What follows belongs to an exercise in optimizing a design on an open flow for small area; a production flow would make more cautious choices. The RTL was checked by simulation tests, not by an equivalence proof against the original design. No activity file was given, so power comes from the tool's default toggle rates.

## flow/constraint.sdc

```tcl
create_clock -name core_clock -period 4.5 [get_ports {clk}]
set_input_delay 0.9000 -clock core_clock [delete_from_list [all_inputs] [get_ports {clk}]]
set_output_delay 0.9000 -clock core_clock [all_outputs]
set_load 0.01 [all_outputs]
```

## flow/config.mk

```make
export PLATFORM = sky130hd
export DESIGN_NAME = jpeg_stream_packer
export DESIGN_NICKNAME = jpeg_stream_packer
export VERILOG_FILES = /design/flow/design.v
export SDC_FILE = /design/flow/constraint.sdc
export NUM_CORES = 4
export LEC_CHECK = 0
export CAP_MARGIN = 10
export CORE_MARGIN = 2
export CORE_UTILIZATION = 60
export CTS_CLUSTER_DIAMETER = 110
export CTS_CLUSTER_SIZE = 28
export GPL_TIMING_DRIVEN = 0
export SLEW_MARGIN = 10
```

## flow/run.sh

```bash
#!/bin/bash
# synth_recipe.tcl (not shown) runs the flow's synth.tcl, then flattens the netlist and writes it again
# the make line also repeats each setting of config.mk as NAME=value (left out here)
make -C /OpenROAD-flow-scripts/flow DESIGN_CONFIG=/design/flow/config.mk WORK_HOME=/design/flow/orfs CLKGATE_MAP_FILE= SYNTH_SCRIPT=/design/flow/synth_recipe.tcl finish
```

## flow/design.v

```verilog
`timescale 1ns/10ps
`default_nettype none
package bitstream_pkg;
    typedef logic [32-1:0] code_word_t;
    typedef logic [6-1:0] bit_count_t;
    typedef logic [5-1:0] fill_t;
endpackage
`default_nettype wire
`timescale 1ns/10ps
`default_nettype none
package component_pkg;
    typedef enum logic [1:0] {
        COMP_Y  = 2'd0,
        COMP_CB = 2'd1,
        COMP_CR = 2'd2
    } component_e;
    function automatic component_e next_component(input component_e comp);
        case (comp)
            component_pkg::COMP_Y:  next_component = component_pkg::COMP_CB;
            component_pkg::COMP_CB: next_component = component_pkg::COMP_CR;
            default:                next_component = component_pkg::COMP_Y;
        endcase
    endfunction
endpackage
`default_nettype wire
`timescale 1ns/10ps
`default_nettype none
module jpeg_stream_packer (
    input  wire                              clk,
    input  wire                              rst,
    input  wire                              seg_valid,
    input  wire component_pkg::component_e   seg_component,
    input  wire bitstream_pkg::code_word_t   seg_data,
    input  wire bitstream_pkg::bit_count_t   seg_length,
    input  wire                              seg_eob,
    output bitstream_pkg::code_word_t        word,
    output logic                             word_valid,
    output bitstream_pkg::fill_t             fill_count
);
    localparam int SLOTS = 32;
    localparam int AW    = 5;
    localparam int PW    = 34;    
    logic [4:0]    kpos;          
    logic [32:0]   enc;
    logic [PW-1:0] in_pay;
    assign kpos = 5'(~seg_length[4:0] + 5'd1);
    always_comb begin
        enc[0] = (kpos == 5'd0);
        for (int j = 1; j <= 32; j++) begin
            enc[j] = (j > kpos) ? seg_data[j-1] : (j == kpos);
        end
    end
    assign in_pay = {seg_eob, enc};
    logic [PW-1:0]    pay [SLOTS];
    logic [AW-1:0]    nxt [SLOTS];
    logic [SLOTS-1:0] freev;
    logic [AW-1:0]    head [3];
    logic [AW-1:0]    tail [3];
    logic [2:0]       ne;         
    logic [1:0]       cur;        
    logic             rv;
    logic [PW-2:0]    r;          
    logic [31:0]      acc;
    logic [4:0]       fill;
    logic [1:0]       cur_succ, c, rc;
    logic             wv, bypass, pop, last, wr, c_ne_after, c_is_cur, turn;
    logic             ne_c;
    logic [AW-1:0]    h, tail_c, ff, f;
    logic [SLOTS-1:0] sel, ffoh, wsel;
    always_comb begin
        case (cur)
            2'd0:    cur_succ = 2'd1;
            2'd1:    cur_succ = 2'd2;
            default: cur_succ = 2'd0;
        endcase
    end
    always_comb begin
        for (int i = 0; i < SLOTS; i++) sel[i] = (head[0] == AW'(i));
    end
    assign h    = head[0];
    assign pop  = ne[0];
    assign last = (head[0] == tail[0]);
    assign c = seg_component;
    always_comb begin
        case ({cur, c})
            {2'd0, 2'd1}, {2'd1, 2'd2}, {2'd2, 2'd0}: rc = 2'd1;
            {2'd0, 2'd2}, {2'd1, 2'd0}, {2'd2, 2'd1}: rc = 2'd2;
            default:                                  rc = 2'd0;
        endcase
    end
    assign wv       = seg_valid && (c != 2'd3);
    assign c_is_cur = (rc == 2'd0);
    assign bypass   = wv && c_is_cur && !pop;
    assign wr       = wv && !bypass;
    always_comb begin
        case (rc)
            2'd1:    begin tail_c = tail[1]; ne_c = ne[1]; end
            2'd2:    begin tail_c = tail[2]; ne_c = ne[2]; end
            default: begin tail_c = tail[0]; ne_c = ne[0]; end
        endcase
    end
    assign c_ne_after = ne_c && !(pop && c_is_cur && last);
    logic [PW-1:0] rd_pay;
    logic [AW-1:0] rd_nxt;
    always_comb begin
        rd_pay = '0;
        rd_nxt = '0;
        for (int i = 0; i < SLOTS; i++) begin
            rd_pay = rd_pay | (pay[i] & {PW{sel[i]}});
            rd_nxt = rd_nxt | (nxt[i] & {AW{sel[i]}});
        end
    end
    assign turn = pop ? rd_pay[PW-1] : (bypass && seg_eob);
    always_comb begin
        ff = '0;
        for (int i = SLOTS - 1; i >= 0; i--) begin
            if (freev[i]) ff = AW'(i);
        end
    end
    assign ffoh = freev & ~(freev - 1'b1);
    assign f    = pop ? h : ff;
    assign wsel = pop ? sel : ffoh;
    logic [AW-1:0] head_u [3];
    logic [AW-1:0] tail_u [3];
    logic [2:0]    ne_u;
    always_comb begin
        for (int k = 0; k < 3; k++) begin
            head_u[k] = head[k];
            tail_u[k] = tail[k];
            ne_u[k]   = ne[k];
            if (pop && (k == 0)) begin
                if (last) ne_u[k]   = 1'b0;
                else      head_u[k] = rd_nxt;
            end
            if (wr && (rc == 2'(k))) begin
                if (!c_ne_after) begin
                    head_u[k] = f;
                    ne_u[k]   = 1'b1;
                end
                tail_u[k] = f;
            end
        end
    end
    always_ff @(posedge clk) begin
        for (int k = 0; k < 3; k++) begin
            head[k] <= turn ? head_u[(k + 1) % 3] : head_u[k];
            tail[k] <= turn ? tail_u[(k + 1) % 3] : tail_u[k];
        end
    end
    always_ff @(posedge clk) begin
        if (rst) begin
            cur   <= 2'd0;
            rv    <= 1'b0;
            ne    <= '0;
            freev <= '1;
        end else begin
            if (turn) cur <= cur_succ;
            rv <= pop || bypass;
            ne <= turn ? {ne_u[0], ne_u[2], ne_u[1]} : ne_u;
            if (wr && !pop) freev <= freev & ~ffoh;
            if (pop && !wr) freev <= freev | sel;
        end
    end
    always_ff @(posedge clk) begin
        for (int i = 0; i < SLOTS; i++) begin
            if (wr && wsel[i]) pay[i] <= in_pay;
        end
        if (wr && c_ne_after) nxt[tail_c] <= f;
        r <= pop ? rd_pay[PW-2:0] : in_pay[PW-2:0];
    end
    logic [4:0]  tz;              
    logic        wrap;
    logic [31:0] rdat, rot, m;
    always_comb begin
        tz = '0;
        for (int i = 31; i >= 0; i--) begin
            if (r[i]) tz = 5'(i);
        end
    end
    assign rdat = r[32:1];
    assign rot  = 32'({rdat, rdat} >> fill);
    assign m    = 32'hffff_ffff >> fill;
    assign wrap = (fill >= tz);
    logic [31:0] merged;
    always_comb begin
        for (int i = 0; i < 32; i++) merged[i] = m[i] ? rot[i] : acc[i];
    end
    always_ff @(posedge clk) begin
        word       <= merged;
        word_valid <= !rst && rv && wrap;
    end
    assign fill_count = fill;
    always_ff @(posedge clk) begin
        if (rst) begin
            fill <= '0;
        end else if (rv) begin
            fill <= fill - tz;
        end
    end
    always_ff @(posedge clk) begin
        if (rv) acc <= wrap ? rot : merged;
    end
endmodule
`default_nettype wire
```

==> results of run 1 <==
==> worst register-to-register path, cell delays in order, from the launching register on <==
cell	delay (ns)
dfxtp_1	0.32
buf_2	0.22
buf_1	0.49
nand3_1	0.49
nor2_1	0.45
clkbuf_2	0.74
clkbuf_2	0.73
a22oi_1	0.21
nand2_1	0.12
nor3_1	0.10
a31oi_1	0.68
==> kinds of logic after synthesis <==
group	count (synthesis)	share of synthesized area, %
flip-flops	1418	73.6
AND/OR/NAND/NOR	988	7.94
XOR/XNOR	15	0.235
AO/OA/AOI/OAI	993	12.4
buffers and inverters	282	1.92
adder cells (fa/ha/maj)	14	0.327
multiplexers	152	3.54
==> per-layer routing <==
layer / part of all wire [%] / wire length (um)
met5: 0.056 / 123
met2: 41 / 90300
met3: 19 / 41100
met1: 32 / 71200
met4: 8.1 / 18000
==> power groups by stage <==
stage | sequential, mW | combinational, mW | clock [mW]
2_1_floorplan | 16.3 | 6.62 | 0
3_3_place_gp | 16.5 | 11.1 | 0
3_5_place_dp | 16.5 | 11.6 | 0
4_1_cts | 16.2 | 11.7 | 6.38
5_1_grt | 16.3 | 12.9 | 6.79
6_report | 16.2 | 12.5 | 6.50
==> placed cells by master (no fill, tap or decap), types with 13 or more instances in the layout <==
cell type,count
mux4_2,31
nor2_4,29
clkbuf_1,115
mux2_2,55
buf_8,16
edfxtp_1,1279
nand3b_1,14
nand2_1,438
nor4_1,47
nor3_1,66
a222oi_1,34
a21oi_4,13
nand4_1,45
o31ai_1,13
clkbuf_16,59
buf_16,32
a21oi_1,123
nor2_1,185
clkdlybuf4s50_1,79
buf_4,14
inv_1,40
buf_2,27
mux2i_1,66
a22oi_1,556
buf_1,22
nor2_2,23
buf_12,42
o21bai_1,19
o21ai_0,101
a31oi_1,32
clkbuf_2,80
nand3_1,32
dfxtp_1,138
ha_1,13
==> timing repair <==
item                       in CTS  in global routing
hold buffers                    0                  0
resized for setup              42                 89
buffers inserted                4                  6
pin swaps                       2                  3
setup endpoints to repair     593                426
==> final cells by class <==
cell class	instances	area, um2
clock buffers	76	1540
plain buffers	238	1090
fillers	6312	29100
repair buffers	188	2920
clock inverters	9	116
inverters	41	154
flip-flops and latches	1418	41200
multi-input cells	2162	14400
diodes	12	30.0
well taps	1243	1560
==> state kept, by name, indices dropped and copies added, names as in the netlist <==
register and cells:
pay 1088, tail 15, fill 5, acc 31
word 32, word_valid 1, cur 2, freev 32
r 33, nxt 160, head 15, rv 1
ne 3
==> stage by stage <==
stage          setup TNS [ns]  hold WS (ns)
2_1_floorplan               0         0.449
3_3_place_gp         -5314.18         0.476
3_5_place_dp          -538.75         0.479
4_1_cts                     0         0.503
5_1_grt                 -1.67         0.517
6_report               -13.42         0.503
==> final timing paths <==
check | to | slack (ns) | cells after the start
min reg2reg | word[16]$_DFF_P_ | 0.50 | 1
max | r[10]$_DFF_P_ | -0.21 | 10
max reg2reg | r[10]$_DFF_P_ | -0.21 | 10
min | word[16]$_DFF_P_ | 0.50 | 1
==> notes.md, run 1 <==
* Slowest stage cell on the critical path: clkbuf_2
* Yosys reg bits at around 1400
* Clock sinks at between 1000 and 1500
* Top Family by Delay on Critical Path: buffers and inverters
* Die X at 309 um
* Avg Cell Area, Syn at between 10 and 15 um2
* Vias in the first global route at between 30000 and 40000
* R2R Path Start: head[0][1]$_DFF_P_
* Core ar. at approximately 92000 um2
* Synthesized Nets at 3920
* First-pass iteration count of the detailed router at 13
* Total Wirelength at ~220000 um
* Number of synthesized flops with an enable pin at around 1300
* Crit path arrival time at ~5.3 ns
* Sw Ratio at between 30% and 40%
* First DRT Iteration DRCs at roughly 9200
* Reg power frac at between 40% and 50%
* H-tree depth at 2
* Placed cells at ~5300
* CP endpoint kind: flop
* Largest net degree at the start of global routing at 37
* DP Area at around 60000 um2
* Routability cong. at 0.962
* WP buf/inv at 4
* Max Cap Viol at 3
* Unique masters post-synth at 70
* Crit Path Category: reg2reg
* Busiest grt layer: met2
* Synth Instances at 3862
* Hold wc startpoint: acc[16]$_DFFE_PP_
* RSZ-0062 raised after global routing: yes
* Antenna-violating nets left at 0
* Worst-skew pair later-pin latency at 0.76 ns
* Grt met3 use at roughly a fifth
* Share of cells above drive strength 1 at about an eighth
* Final Max Slew Viols at 22
* Nets at around 4200
* Num CTS Buffers at 58
* Post-route cell area at approximately 63000 um2
* Register area share after synthesis at approximately three quarters
* Pwr Density at 559 nW/um2
* Final cell count without fillers at around 5400
* Synth area leaders: edfxtp_1 69%, a22oi_1 7.5%, dfxtp_1 5.0%, nand2_1 3.0%, nor2_1 1.6%
* Synthesis-to-finish area growth at 12.5%
* Comb power frac at between 30% and 40%
* Count of final setup violators at 169
* Max Root-Sink Buffers at 3
* Sw Pwr at between 10 and 15 mW
* Total power at 35.2 mW
* Skew final at roughly 0.043 ns
* Crit-path cells: buf_2 -> buf_1 -> nand3_1 -> nor2_1 -> clkbuf_2 -> clkbuf_2 -> a22oi_1 -> nand2_1 -> nor3_1 -> a31oi_1
* Commonest cells in the netlist: 1279 x edfxtp_1, 556 x a22oi_1, 441 x nand2_1
* HPWL Detailed at 146000 um
* Clk pwr share at 18.5%
* Tot GR Track Use at 45.9%
* Worst slack at placement at -1.30 ns
* Setup ws final at -0.210 ns
* Worst Hold Class: reg2reg
* Wire length per cell at a little over 40 um
* Max stage delay on crit path at between 0.7 and 0.8 ns
* Leak Pwr at 20.6 nW
* Mapped Area at between 50000 and 60000 um2
* Largest area contributor in the netlist: edfxtp_1
* Post-DR vias/cell at 7.54
* First-pass GRT wire length at 296000 um
* CP required at 5.06 ns
* Tmin final at 4.71 ns
* Height of the die at 309 um
* CTS tree: yes
* CP dominant cell by count: clkbuf_2
* Clock Pin Slew Worst Setup and Hold Paths at approximately 0.1 ns
* Violated Checks: max-capacitance violations, max-slew violations, negative setup slack
* Outcome: finished with violations
* Worst Setup SP: head[0][1]$_DFF_P_
* Final period util at 105%
* Floorplan row count at around 110
* Ys flop type: edfxtp_1
* Port Buffers at 79
* Num ports at a little over 80
* Maximum vdd drop at roughly 0.39 mV
* GR Util met2 at between 60% and 70%
* Worst-margin pin slew at about 1.6 ns
* Final count of hold timing violations at 0
* Startpoint Class: flop
* Most common cell in the netlist: edfxtp_1
* Pint at between 20 and 25 mW
* Initial Utilization at around three fifths
* Total of warnings raised by yosys at 6
* Remaining DRCs at 0
* Fmax at ~210 MHz
* Worst rel slew slack at -3.84%
* Asr flop ratio synth at 0%
* Die ar. at ~96000 um2
* Grt ovf at 0
* Crit Path Max Fanout at 10
* Final core utilization at 68.4%
* Root Buffer: clkbuf_16
* M1 GR Usage at about three fifths
* Initial antenna violation count at 15
* Top-area cell type share of the netlist area at 68.7%
* Vias at 40600
==> run 2: changes to the inputs <==
--- a/flow/config.mk
+++ b/flow/config.mk
@@ -10,5 +10,4 @@
 export CORE_UTILIZATION = 60
-export CTS_CLUSTER_DIAMETER = 110
-export CTS_CLUSTER_SIZE = 28
-export GPL_TIMING_DRIVEN = 0
+export CTS_CLUSTER_DIAMETER = 100
+export CTS_CLUSTER_SIZE = 32
 export SLEW_MARGIN = 10
==> run 2 against run 1 <==
  * Count of clock-buffer cells in the layout shrank 5
  * The run now finishes clean
  * Sequential cell count stayed put
  * Routed wire length fell by 16%
  * Clock power shrank 5.1%
  * Largest power group unchanged
  * Non-clock buffer count decreased by 124
  * Via count down 7.7%
==> notes.md, run 2 <==
* Outcome: complete, no violations (was finished with violations)
* Commonest cells in the netlist: 1279 x edfxtp_1, 556 x a22oi_1, 441 x nand2_1 (unchanged)
* Largest register FFs at 1088 (unchanged)
* Pwr Density at 544 nW/um2 (was 559 nW/um2)
* Synth area leaders: edfxtp_1 69%, a22oi_1 7.5%, dfxtp_1 5.0%, nand2_1 3.0%, nor2_1 1.6% (unchanged)
* Number of synthesized flops with an enable pin at 1279 (unchanged)
* Maximum vdd drop at 0.754 mV (was 0.394 mV)
* Clock Pin Slew Worst Setup and Hold Paths at 0.12 ns (was 0.10 ns)
* Final core utilization at 67.4% (was 68.4%)
* Fillers at 6343 (was 6312)
* Crit Path Max Fanout at 35 (was 10)
* Largest Register: pay (unchanged)
* Total of warnings raised by yosys at 6 (unchanged)
* Placed cells at 5166 (was 5282)
* Yosys reg bits at 1418 (unchanged)
* Final count of hold timing violations at 0 (unchanged)
* First-pass iteration count of the detailed router at 8 (was 13)
* Synth Instances at 3862 (unchanged)
* Post-CTS setup buffer count at 0 (was 4)
* Initial antenna violation count at 13 (was 15)
* Reg2reg setup slack at 0.35 ns (was -0.21 ns)
* Reg2reg end: acc[6]$_DFFE_PP_ (was r[10]$_DFF_P_)
* Antenna-violating nets left at 0 (unchanged)
* Ys flop type: edfxtp_1 (unchanged)
* Largest area contributor in the netlist: edfxtp_1 (unchanged)
* Fmax at 241 MHz (was 212 MHz)
* Floorplan row count at 111 (unchanged)
* Slowest stage cell on the critical path: dfxtp_1 (was clkbuf_2)
* Port Buffers at 80 (was 79)
* Nets at 4035 (was 4165)
* Crit Path Category: reg2reg (unchanged)
* Max Root-Sink Buffers at 3 (unchanged)
* Count of final setup violators at 0 (was 169)
* Tmin final at 4.15 ns (was 4.71 ns)
* Final Max Slew Viols at 0 (was 22)
* Worst Hold Class: reg2reg (unchanged)
* Share of cells above drive strength 1 at 12.2% (was 12.1%)
* Num ports at 82 (unchanged)
* Crit path arrival time at 4.61 ns (was 5.27 ns)
* Sum Neg Setup Slack at 0 ns (was -13.42 ns)
* CP required at 4.96 ns (was 5.06 ns)
* Vias in the first global route at 35000 (was 36900)
* Leak Pwr at 20.3 nW (was 20.6 nW)
* R2R Path Start: r[26]$_DFF_P_ (was head[0][1]$_DFF_P_)
* Synthesized Nets at 3920 (unchanged)
* Root Buffer: clkbuf_16 (unchanged)
* Hold wc startpoint: acc[16]$_DFFE_PP_ (unchanged)
* Skew final at 0.0413 ns (was 0.0429 ns)
* Final period util at 92.3% (was 105%)
* Vias at 37500 (was 40600)
* WHS Endpoint: word[16]$_DFF_P_ (unchanged)
* First-pass GRT wire length at 259000 um (was 296000 um)
* Mapped Area at 55900 um2 (unchanged)
* Num CTS Buffers at 52 (was 58)
* Tot GR Track Use at 38.9% (was 45.9%)
* Asr flop ratio synth at 0% (unchanged)
* Initial Utilization at 60.7% (unchanged)
* Most common cell in the netlist: edfxtp_1 (unchanged)
* Wire length per cell at 35.5 um (was 41.0 um)
* Post-DR vias/cell at 7.14 (was 7.54)
* Final cell count without fillers at 5250 (was 5387)
* Max stage delay on crit path at 0.38 ns (was 0.73 ns)
* Worst rel slew slack at 24.8% (was -3.84%)
* Total power at 33.8 mW (was 35.2 mW)
* Remaining DRCs at 0 (unchanged)
* Largest net degree at the start of global routing at 116 (was 37)
* Grt ovf at 0 (unchanged)
* Synthesis-to-finish area growth at 11.0% (was 12.5%)
* Worst-margin pin slew at 1.12 ns (was 1.56 ns)
* Most frequent cells in the layout: 1279 x edfxtp_1, 556 x a22oi_1, 441 x nand2_1 (was 1279 x edfxtp_1, 556 x a22oi_1, 438 x nand2_1)
* Unique masters post-synth at 70 (unchanged)
* WP buf/inv at 1 (was 4)
* Worst r2r path cells at 17 (was 10)
* Die X at 309 um (unchanged)
* CP endpoint kind: flop (unchanged)
* Clock sinks at 1418 (unchanged)
* Worst slack at placement at 0.161 ns (was -1.30 ns)
* RSZ-0062 raised after global routing: no (was yes)
* Registers with the most flip-flops: pay x1088, nxt x160, r x33 (unchanged)
* WHS Path Cells at 1 (unchanged)
* Top Family by Delay on Critical Path: compound AO/OA/AOI/OAI gates (was buffers and inverters)
* Die ar. at 95700 um2 (unchanged)
* Height of the die at 309 um (unchanged)
* Most common cell after layout, fill and taps aside: edfxtp_1 (unchanged)
* Avg Cell Area, Syn at 14.5 um2 (unchanged)
* H-tree depth at 2 (unchanged)
* CTS tree: yes (unchanged)
* Total Wirelength at 186000 um (was 221000 um)
* Setup ws final at 0.348 ns (was -0.210 ns)
* First DRT Iteration DRCs at 6586 (was 9242)
* Worst-skew pair later-pin latency at 0.73 ns (was 0.76 ns)
* Routability cong. at 0.941 (was 0.962)
* HPWL Detailed at 99500 um (was 146000 um)
* Max Cap Viol at 0 (was 3)
* Core ar. at 92100 um2 (unchanged)
* Crit-path cells: nor2_1 -> o31ai_1 -> a211oi_1 -> o31ai_1 -> a211oi_1 -> o31ai_1 -> a211oi_1 -> o32a_1 -> ha_1 -> a21o_1 -> a21oi_1 -> a21boi_0 -> o21ai_2 -> nor2b_2 -> buf_12 -> and3_1 -> mux2_2 (was buf_2 -> buf_1 -> nand3_1 -> nor2_1 -> clkbuf_2 -> clkbuf_2 -> a22oi_1 -> nand2_1 -> nor3_1 -> a31oi_1)
* Top-area cell type share of the netlist area at 68.7% (unchanged)
* Startpoint Class: flop (unchanged)
* Register area share after synthesis at 73.6% (unchanged)
run 2: how the worst max path moves through the flow:
stage                                from                    to  slack (ns)  depth (start not counted)
floorplan           freev[8]$_SDFFE_PP1P_  pay[25][0]$_DFFE_PP_        0.02                          7
global placement         seg_component[1]  nxt[31][4]$_DFFE_PP_        0.15                         13
detailed placement       seg_component[1]  nxt[31][4]$_DFFE_PP_        0.16                         12
CTS                         r[26]$_DFF_P_      acc[5]$_DFFE_PP_        0.17                         16
global route                r[26]$_DFF_P_      acc[6]$_DFFE_PP_        0.07                         17
finish                      r[26]$_DFF_P_      acc[6]$_DFFE_PP_        0.35                         17
run 2: power breakdown:
part	internal (mW)	switching [mW]
combinational	4.08	7.19
clock	2.27	3.90
sequential	15.6	0.779
run 2: area by class of cell:
type / instances / area, um2 / share of cell area [%]
diodes: 3 / 7.51 / 0.0121
clock buffers: 71 / 1400 / 2.26
clock inverters: 10 / 149 / 0.240
inverters: 41 / 154 / 0.248
multi-input cells: 2162 / 14400 / 23.1
flip-flops and latches: 1418 / 41200 / 66.4
well taps: 1243 / 1560 / 2.51
repair buffers: 302 / 3240 / 5.22
run 2: stage by stage:
stage / hold slack (ns) / instance area [um2]
floorplan: 0.449 / 55900
global placement: 0.481 / 60500
detailed placement: 0.484 / 60500
CTS: 0.514 / 62100
global route: 0.540 / 62100
finish: 0.503 / 62100
run 2: routing by layer:
layer	part of all wire, %	up-vias	track usage (%)
li1	-	15300	-
met1	35	18500	54.3
met2	44	3072	58.4
met3	15	533	9.15
met4	5.7	10	19.0
met5	0.060	-	0
run 2: timing repair:
action | CTS | global route
resized for setup | 0 | 3
hold buffers | 0 | 0
setup endpoints to repair | 0 | 7
run 2: worst register-to-register path, delay by kind of cell, from the launching register on:
family	cells	cell delay [ns]
compound gates	11	2.12
fa+ha+maj	1	0.25
buf+inv	1	0.21
flops	1	0.38
mux	1	0.33
simple gates	3	0.62
run 2: cell families (layout without fill, tap and decap cells):
group	after synthesis	after routing	synth area share, %
adders and majority gates	14	14	0.327
DFF	1418	1418	73.6
and+or+nand+nor	988	988	7.94
AOI/OAI and AO/OA	993	993	12.4
other	0	3	0
buffers and inverters	282	424	1.92
muxes	152	152	3.54
xor gates and xnor gates	15	15	0.235
==> run 3: changes to the inputs <==
--- a/flow/design.v
+++ b/flow/design.v
@@ -182,3 +182,7 @@
     assign m    = 32'hffff_ffff >> fill;
-    assign wrap = (fill >= tz);
+    logic [31:0] le;
+    always_comb begin
+        for (int i = 0; i < 32; i++) le[i] = (5'(i) <= fill);
+    end
+    assign wrap = |(r[31:0] & le);
     logic [31:0] merged;
@@ -187,6 +191,4 @@
     end
-    always_ff @(posedge clk) begin
-        word       <= merged;
-        word_valid <= !rst && rv && wrap;
-    end
+    assign word       = merged;
+    assign word_valid = rv && wrap;
     assign fill_count = fill;
--- a/flow/config.mk
+++ b/flow/config.mk
@@ -10,4 +10,4 @@
 export CORE_UTILIZATION = 60
-export CTS_CLUSTER_DIAMETER = 100
-export CTS_CLUSTER_SIZE = 32
+export CTS_CLUSTER_DIAMETER = 110
+export CTS_CLUSTER_SIZE = 28
 export SLEW_MARGIN = 10
==> run 3 against run 2 <==
  * Maximum frequency shrank 5.4%
  * Final cell count fell by 0.50%
  * Utilization is 0.42 points higher
  * Highest routed layer unchanged
  * Worst hold slack improved by 0.048 ns
  * Worst setup slack worse by 0.24 ns
  * Synthesized cell count fell by 1.1%
  * Largest cell class unchanged
  * First-iteration DRC count up 16%
  * Via count rose by 2.2%
  * Still clean on timing, DRC and antenna
  * Die area down 0.64%
==> notes.md, run 3 <==
* Sw Ratio at 35.6% (was 35.1%)
* Comb power frac at 35.2% (was 33.3%)
* Height of the die at 308 um (was 309 um)
* Initial antenna violation count at 8 (was 13)
* Placed cells at 5128 (was 5166)
* Worst r2r path cells at 7 (was 17)
* CTS tree: yes (unchanged)
* Worst Hold Class: reg2reg (unchanged)
* Nets at 4064 (was 4035)
* Most common cell after layout, fill and taps aside: edfxtp_1 (unchanged)
* Yosys reg bits at 1385 (was 1418)
* Startpoint Class: flop (unchanged)
* Crit path arrival time at 3.49 ns (was 4.61 ns)
* First DRT Iteration DRCs at 7627 (was 6586)
* Outcome: complete, no violations (unchanged)
* Largest net degree at the start of global routing at 57 (was 116)
* Synth Area in Simple Gates at 8.22% (was 7.94%)
* WHS Path Cells at 2 (was 1)
* Pwr Density at 548 nW/um2 (was 544 nW/um2)
* Setup ws final at 0.112 ns (was 0.348 ns)
* CP endpoint kind: primary output (was flop)
* Vias in the first global route at 35700 (was 35000)
* Main combinational cell family by area after synthesis: compound AO/OA/AOI/OAI gates (unchanged)
* DP Area at 60500 um2 (about the same)
* Worst-skew pair later-pin latency at 0.75 ns (was 0.73 ns)
* Post-synthesis compound-gate area fraction at 12.4% (about the same)
* Mapped Area at 55600 um2 (was 55900 um2)
* Final count of hold timing violations at 0 (unchanged)
* Post-route cell area at 62200 um2 (was 62100 um2)
* Clock Pin Slew Worst Setup and Hold Paths at 0.11 ns (was 0.12 ns)
* Pint at 21.9 mW (about the same)
* Max Cap Viol at 0 (unchanged)
* CP required at 3.60 ns (was 4.96 ns)
* Die ar. at 95100 um2 (was 95700 um2)
* Worst-margin pin slew at 1.26 ns (was 1.12 ns)
* Final cell count without fillers at 5224 (was 5250)
* Wire length per cell at 36.6 um (was 35.5 um)
* Root Buffer: clkbuf_16 (unchanged)
* Share of cells above drive strength 1 at 14.2% (was 12.2%)
* Post-DR vias/cell at 7.33 (was 7.14)
* Antenna-violating nets left at 0 (unchanged)
* Top Family by Delay on Critical Path: multiplexers (was compound AO/OA/AOI/OAI gates)
* Final period util at 97.5% (was 92.3%)
* Crit Path Category: reg2out (was reg2reg)
* Clk pwr share at 18.5% (was 18.3%)
* Ys flop type: edfxtp_1 (unchanged)
* Worst slack at placement at 0.133 ns (was 0.161 ns)
* Max stage delay on crit path at 0.55 ns (was 0.38 ns)
* Post-Synth XOR/XNOR Area at 0.252% (was 0.235%)
* Synth Instances at 3818 (was 3862)
* Num CTS Buffers at 56 (was 52)
* Sum Neg Setup Slack at 0 ns (unchanged)
* HPWL Detailed at 111000 um (was 99500 um)
* First-pass GRT wire length at 266000 um (was 259000 um)
* Remaining DRCs at 0 (unchanged)
* Most common cell in the netlist: edfxtp_1 (unchanged)
* Floorplan row count at 111 (unchanged)
* Tmin final at 4.39 ns (was 4.15 ns)
* Synth area leaders: edfxtp_1 69%, a22oi_1 7.1%, dfxtp_1 3.8%, nand2_1 2.4%, nor2_1 1.6% (was edfxtp_1 69%, a22oi_1 7.5%, dfxtp_1 5.0%, nand2_1 3.0%, nor2_1 1.6%)
* Commonest cells in the netlist: 1279 x edfxtp_1, 526 x a22oi_1, 358 x nand2_1 (was 1279 x edfxtp_1, 556 x a22oi_1, 441 x nand2_1)
* Slowest stage cell on the critical path: mux4_2 (was dfxtp_1)
* Crit-path cells: buf_4 -> mux4_2 -> mux2i_1 -> nor2_1 -> a21oi_1 -> mux2i_1 -> mux2_2 -> clkdlybuf4s50_1 (was nor2_1 -> o31ai_1 -> a211oi_1 -> o31ai_1 -> a211oi_1 -> o31ai_1 -> a211oi_1 -> o32a_1 -> ha_1 -> a21o_1 -> a21oi_1 -> a21boi_0 -> o21ai_2 -> nor2b_2 -> buf_12 -> and3_1 -> mux2_2)
* Max Root-Sink Buffers at 3 (unchanged)
* H-tree depth at 2 (unchanged)
* First-pass iteration count of the detailed router at 9 (was 8)
* Grt ovf at 0 (unchanged)
* Most frequent cells in the layout: 1279 x edfxtp_1, 526 x a22oi_1, 358 x nand2_1 (was 1279 x edfxtp_1, 556 x a22oi_1, 441 x nand2_1)
* Vias at 38300 (was 37500)
* Clock sinks at 1385 (was 1418)
* Maximum vdd drop at 0.531 mV (was 0.754 mV)
* CP Depth at 8 (was 17)
* Unique masters post-synth at 83 (was 70)
* Cts hold-fix bufs at 0 (unchanged)
* Core ar. at 91700 um2 (was 92100 um2)
* Synthesized Nets at 3875 (was 3920)
* Largest area contributor in the netlist: edfxtp_1 (unchanged)
* Tot GR Track Use at 40.1% (was 38.9%)
* Mux contribution to synthesized area at 3.87% (was 3.54%)
* Number of synthesized flops with an enable pin at 1279 (unchanged)
* Top-area cell type share of the netlist area at 69.1% (was 68.7%)
* Count of final setup violators at 0 (unchanged)
* Synthesis-to-finish area growth at 11.9% (was 11.0%)
* Routability cong. at 0.971 (was 0.941)
* Reg power frac at 46.3% (was 48.4%)
* Total of warnings raised by yosys at 6 (unchanged)
* Registers with the most flip-flops: pay x1088, nxt x160, r x33 (unchanged)
* Skew final at 0.0500 ns (was 0.0413 ns)
* Largest Register: pay (unchanged)
* WP buf/inv at 2 (was 1)
* Initial Utilization at 60.6% (was 60.7%)
* Avg Cell Area, Syn at 14.6 um2 (was 14.5 um2)
* Asr flop ratio synth at 0% (unchanged)
* Final Max Slew Viols at 0 (unchanged)
* Sw Pwr at 12.1 mW (was 11.9 mW)
* Leak Pwr at 20.4 nW (was 20.3 nW)
* CP dominant cell by count: mux2i_1
* Worst rel slew slack at 15.9% (was 24.8%)
* Num ports at 82 (unchanged)
* Crit Path Max Fanout at 11 (was 35)
* Die X at 308 um (was 309 um)
* Largest register FFs at 1088 (unchanged)
* Fmax at 228 MHz (was 241 MHz)
* Total power at 34.1 mW (was 33.8 mW)
* Port Buffers at 80 (unchanged)
* Register area share after synthesis at 72.9% (was 73.6%)
* RSZ-0062 raised after global routing: no (unchanged)
* Synth Area in Adders at 0.324% (was 0.327%)
* Total Wirelength at 191000 um (was 186000 um)
run 3: cell count changes in the layout (fill, tap and decap cells not counted), sizes merged, moves of 19 or more:
cell / change
nand2: -83
buf: +80
and3: +47
dfxtp: -33
a22oi: -30
mux2i: +25
a2111oi: +19
o21ai: -19
run 3: cells by family (layout without fill, tap and decap cells):
group | Yosys count | in the layout
DFF | 1385 | 1385
and+or+nand+nor | 980 | 980
AOI/OAI and AO/OA | 967 | 967
buffers and inverters | 284 | 500
muxes | 172 | 172
xor gates and xnor gates | 16 | 16
adders and majority gates | 14 | 14
other | 0 | 4
run 3: timing repair:
action / CTS / global route
setup buffers: 1 / 6
endpoints found under the setup margin: 21 / 7
resized for setup: 2 / 4
pin swaps: 0 / 2
run 3: power by group through the flow:
| stage | Sequential (mW) | Clock [mW] | Combinational, mW |
|---|---|---|---|
| 6_report | 15.8 | 6.30 | 12.0 |
| 5_1_grt | 15.8 | 6.71 | 12.6 |
| 4_1_cts | 15.8 | 6.29 | 11.6 |
| 3_5_place_dp | 16.1 | 0 | 11.6 |
| 3_3_place_gp | 16.0 | 0 | 11.3 |
| 2_1_floorplan | 15.7 | 0 | 6.55 |
run 3: tightest hold or removal path, cell delays in order, from the launching register on:
cell and delay, ns:
dfxtp_1 0.34, nor2_1 0.10, a211oi_1 0.07
run 3: worst paths after layout:
kind / startpoint / endpoint / slack (ns)
max reg2reg: head[0][2]$_DFF_P_ / head[1][0]$_DFF_P_ / 0.51
min reg2reg: ne[2]$_SDFF_PP0_ / ne[1]$_SDFF_PP0_ / 0.55
max: fill[0]$_SDFFE_PP0P_ / word[8] / 0.11
min: ne[2]$_SDFF_PP0_ / ne[1]$_SDFF_PP0_ / 0.55
run 3: metrics by stage:
step                      hold slack, ns  util, %
after CTS                          0.550     67.8
after floorplan                    0.489        -
after detailed placement           0.524     66.0
final                              0.552     67.8
after global routing               0.569     67.8
after global placement             0.508     66.0
run 3: cell type report:
type                       instances  area (um2)
inverter                          34         128
multi-input combinational       2149       14600
timing repair buffer             381        3730
sequential                      1385       40500
clock inverter                     7         136
fill                            6266       29500
tap                             1186        1480
clock buffer                      78        1510
antenna                            4        10.0
run 3: metal layers:
metal  vias up  global-route usage, %  share of wire [%]
met5         -                      0              0.024
met4         8                   16.5                4.8
met3       532                   9.44                 15
met2      3326                   61.1                 45
met1     19000                   56.2                 35
li1      15500                      -                  -

-- static timing again, ports no longer ideal --
The flow's constraints put no driver on any port. The routed layouts listed below were extracted and timed again, unchanged, in two steps.
Step 1 sets driving cells, clkbuf_16 on the clock port and buf_2 on the other inputs (assumed; they add their load-dependent delay and slew).
Step 2, shift: input delay + t, output delay - t, t = (earliest + latest rising clock arrival at the registers) / 2. This alone moves slack from input paths to output paths.
Slacks: ideal ports / drivers / drivers and shift; pairs: ideal ports / drivers.
| run | t, ns | setup slack, ns | hold WS [ns] | worst setup path after step 2 | cell pins on the clock port's net |
|---|---|---|---|---|---|
| run 1 | 0.806 | -0.210 / -0.210 / -0.655 | 0.503 / 0.503 / 0.503 | input to register | 1 |
| run 2 | 0.790 | 0.348 / 0.348 / 0.098 | 0.503 / 0.503 / 0.503 | input to register | 1 |
| run 3 | 0.787 | 0.112 / 0.041 / -0.003 | 0.552 / 0.552 / 0.552 | input to register | 1 |
With both steps, setup timing fails in run 3, where it was met with ideal ports. The setup slack of run 1, which loses most, moves by 0.000 ns with the drivers and by -0.445 ns with both steps.
